Context: an optimization exercise on an open-source flow, tuned for small area, a short achievable clock period and few clock cycles per item. The choices shown serve that exercise and are no tape-out recipe.
The RTL was checked by simulation tests, not by an equivalence proof against the original design.
No activity file was given, so power comes from the tool's default toggle rates.

## oak
==> flow/design.v (excerpt) <==
module rsa_modexp (
    input  logic        clk,
    input  logic        rst_n,
    input  logic        start,
    input  logic        mode,
    input  logic [63:0] msg,
    input  logic [63:0] exp,
    input  logic [63:0] modulus,
    output logic [63:0] result,
    output logic        busy,
    output logic        done
);
    localparam int DPC = 2;                           
    localparam int D   = DPC * ((34 + DPC - 1) / DPC);  
    localparam int NC  = D / DPC;                     
    localparam int W   = 66;                          
    localparam int WA  = 67;                          
    localparam int XB  = 2 * DPC + 1;                 
    logic s_r2f;      
    logic s_idle, s_init, s_r2, s_r2fix, s_mul, s_cpa, s_fix1, s_fsub, s_ffix, s_done;
    logic o_conv, o_sq, o_mul, o_fc, o_m1;
    logic        mode_q;
    logic [7:0]  cnt;
    logic [5:0]  k;         
    logic [63:0] e_q;       
    logic [63:0] n_q;       
    logic [65:0] n3_q;      
    logic [W-1:0] c_q;      
    logic [64:0] m_q;       
  ...
For scale: roughly 4800 cells after synthesis, about 260 I/O pins.
export LEC_CHECK = 0
export ABC_AREA = 1
export CAP_MARGIN = 20
export CORE_MARGIN = 2
export CORE_UTILIZATION = 50
export SETUP_SLACK_MARGIN = 4.2
export SLEW_MARGIN = 20
export TNS_END_PERCENT = 10
create_clock -name core_clock -period 8.0 [get_ports {clk}]
run.sh (not shown) runs the stock make flow with config.mk's settings and CLKGATE_MAP_FILE= SYNTH_SCRIPT=/design/flow/synth_recipe.tcl, a recipe that flattens the netlist after the stock synthesis.
Testbench counts of oak, summed over its fixed seeds: cycles 233,850, ops 192.
[inputs] pine vs oak
Settings: SETUP_SLACK_MARGIN now 4.5, was 4.2; ABC_AREA no longer set, was 1; CORE_UTILIZATION now 40, was 50.
Results
Between oak and pine, routing usage on met1 is lower for pine, oak comes in above that. Global-route track usage on met2 for pine: 14 points down relative to oak. Area taken by flip-flops and latches essentially unchanged between pine and oak.
Input-level comparison between birch and pine:
Settings: swapping 40 for 55 in CORE_UTILIZATION; putting ABC_AREA at 1 where nothing was set.
- In the tables for pine and birch, clock tree skew after final layout reads higher with pine.
- Changes observed in birch relative to pine: leakage dissipation up about 6%; number of buffers inserted by post-CTS setup repair up 140%; sequential share of power down 2.5 points; proportion of total power due to net switching up 2.4 points; pin count of the biggest net entering global routing down about 16%.
- Delta (birch minus pine): global-route wire length before repair rose by 3.3%, setup slack rose by 0.12 ns, fraction of the cycle the final worst path needs fell by 1.5 points.
Input changes introduced in maple (baseline for comparison: birch):
Settings: ABC_AREA removed (was 1).
Notes after the runs:
- Combinational power: maple < birch
- In the reports for maple and birch, the smaller number of cell rows belongs to birch.
- On share of cell area taken by flip-flops and latches: maple sits above birch.
- In the metrics for maple and birch, the one carrying the lower fraction of area in multi-input gates is birch.
- Transition time at the pin with the least slew margin in maple is 0.16 ns higher than in birch
- Fraction of power consumed by combinational cells was lower in the run labelled maple.
> inputs changed (maple -> cedar)
Settings: CTS_CLUSTER_SIZE newly set to 30; ABC_AREA newly set to 1; CTS_CLUSTER_DIAMETER newly set to 80.
Results
The final layouts of cedar and maple pass the timing, DRC and antenna checks.
Per the comparison of cedar with maple, number of clock buffers in the layout moved down; share of cell area taken by flip-flops and latches moved down; combinational share of power moved up; final non-filler cell area moved up; detailed-routing iteration count for the pre-antenna-repair pass moved up.
The number of library cell types mapped by synthesis of cedar falls short of that of maple by about 40%.
Taking maple as the reference, in cedar share of post-route cells with drive strength above 1 increased by 1.9 points relative to the old numbers; worst setup slack after layout decreased by 0.089 ns relative to the old numbers.

========
== job 4156 ==
Another version of the RTL of rsa_modexp (not shown whole).
For scale: about 3300 cells after synthesis, about 33000 um^2 of cells after synthesis.
export LEC_CHECK = 0
export CAP_MARGIN = 20
export CORE_MARGIN = 2
export CORE_UTILIZATION = 40
export SLEW_MARGIN = 20
create_clock -name core_clock -period 8.0 [get_ports {clk}]
Testbench counts of job 4156, summed over its fixed seeds: cycles 434,506, ops 192.
Inputs modified between job 4156 and job 1044:
Settings: an added SETUP_SLACK_MARGIN of 5.
## What came out
Taking job 4156 as the reference point, the clock group share of total power of job 1044 falls by 3.4 points.
[compare] base=job 4156 new=job 1044: initial antenna violation count saw a decrease, setup fix buffers added after clock tree synthesis saw an increase, fraction of area in registers saw a decrease, utilization saw an increase.
Reported for job 4156 and job 1044, number of antenna repair diodes turned out identical to the last digit.
Looking at number of standard cells in the layout, taps in and fillers out, job 1044 sits 403 above job 4156.
Total number of vias, job 1044 vs job 4156: up by more than 10%
For job 1044, the worst setup path startpoint was state[1], unlike job 4156, where it was state[2].
Area added between synthesis and finish ends up lower on job 4156.
Job 1044 ended up with a lower worst path arrival time than job 4156 did.
Setup changes, job 1044 to job 3088
Settings: changing SETUP_SLACK_MARGIN from 5 to 3.
Results
Combined global-route utilization of all metal layers in job 3088 is 4.6 points lower than in job 1044
Diff job 1044 -> job 3088 | area of combinational cells with multiple inputs | decrease of about 16%
Per the comparison of job 3088 with job 1044, post-route total power lower, top achievable clock speed down about 8%, routed length on met2 shrank by about 17%.
Summary of job 3088 over job 1044: via count of the first global-routing pass now smaller; number of buffer and inverter stages on the critical path now smaller.

========
RTL: one of the versions met above, not the one the previous note started from.
Size in the first run: ~4100 cells after synthesis, roughly 520 flip-flops, roughly 40000 um^2 of cells after synthesis.
clock: 8.0 ns
lec_check: 0
cap_margin: 20
core_margin: 2
core_utilization: 40
setup_slack_margin: 5
slew_margin: 20
tns_end_percent: 5
Testbench counts at the start, summed over its fixed seeds: cycles 233,850, ops 192.
Then changed:
- ABC_AREA: default -> 1
- CORE_UTILIZATION: 40 -> 50
- SETUP_SLACK_MARGIN: 5 -> 4.0
- TNS_END_PERCENT: 5 -> 10
Effect: Die area goes down by 21%. Total power rose by 2.7%. Sequential share of layout area is higher by 0.51 points. Cell count rose by 8.8%. Worst setup slack is better by 190 ps. Count of clock-buffer cells in the layout goes down by 4. Core utilization came out higher by 12 points. Wire length went down by 1.9%. Via count grows by 5.5%. Hold slack degrades by 9.7 ps. Final area is lower by 1.9%.
Then changed:
- CORE_UTILIZATION: 50 -> 45
- SETUP_SLACK_MARGIN: 4.0 -> 4.2
- TNS_END_PERCENT: 10 -> 5
- clock-buffer cell count shrinks by 3
- worst setup slack loses 75 ps
- total power grows slightly
- utilization shrinks by 6.2 points
- combinational power shrinks by a few percent
- register-to-register slack loses 70 ps
- maximum frequency shrinks slightly
- sequential cell count stays the same
- sequential power hardly moves

[port drivers added, routing unchanged]
The results above use ideal ports. As a check the final layouts listed here were re-extracted and re-timed, cells and wires unchanged. Step 1, drivers: a clkbuf_16 drives clk and a buf_2 each remaining input, both assumed. Step 2, shift: input delay + t, output delay - t, t = (earliest + latest rising clock arrival at the registers) / 2. This alone moves slack from input paths to output paths. Slacks: ideal ports / drivers / drivers and shift; pairs: ideal ports / drivers.
| run | t (ns) | setup slack, ns | hold slack, ns | slew at the worst register clock pin (ns) |
|---|---|---|---|---|
| oak | 0.702 | 3.775 / 3.775 / 3.775 | 0.453 / 0.453 / 0.453 | 0.07 / 0.07 |
| pine | 0.699 | 3.618 / 3.618 / 3.618 | 0.475 / 0.475 / 0.475 | 0.07 / 0.07 |
| birch | 0.716 | 3.740 / 3.740 / 3.740 | 0.463 / 0.463 / 0.463 | 0.06 / 0.06 |
| maple | 0.728 | 3.690 / 3.690 / 3.690 | 0.475 / 0.475 / 0.475 | 0.07 / 0.07 |
| cedar | 0.678 | 3.601 / 3.601 / 3.601 | 0.474 / 0.474 / 0.474 | 0.10 / 0.10 |
| job 4156 | 0.682 | 1.529 / 1.529 / 1.529 | 0.533 / 0.533 / 0.533 | 0.07 / 0.07 |
| job 1044 | 0.720 | 3.602 / 3.602 / 3.602 | 0.532 / 0.532 / 0.532 | 0.08 / 0.08 |
| job 3088 | 0.680 | 3.194 / 3.150 / 3.194 | 0.528 / 0.528 / 0.528 | 0.07 / 0.07 |
| the first run of note 3 | 0.707 | 3.626 / 3.626 / 3.626 | 0.478 / 0.478 / 0.478 | 0.07 / 0.07 |
| the second run of note 3 | 0.688 | 3.818 / 3.818 / 3.818 | 0.468 / 0.468 / 0.468 | 0.06 / 0.06 |
| the third run of note 3 | 0.706 | 3.744 / 3.744 / 3.744 | 0.464 / 0.464 / 0.464 | 0.06 / 0.06 |
After both steps every run listed still meets setup and hold.
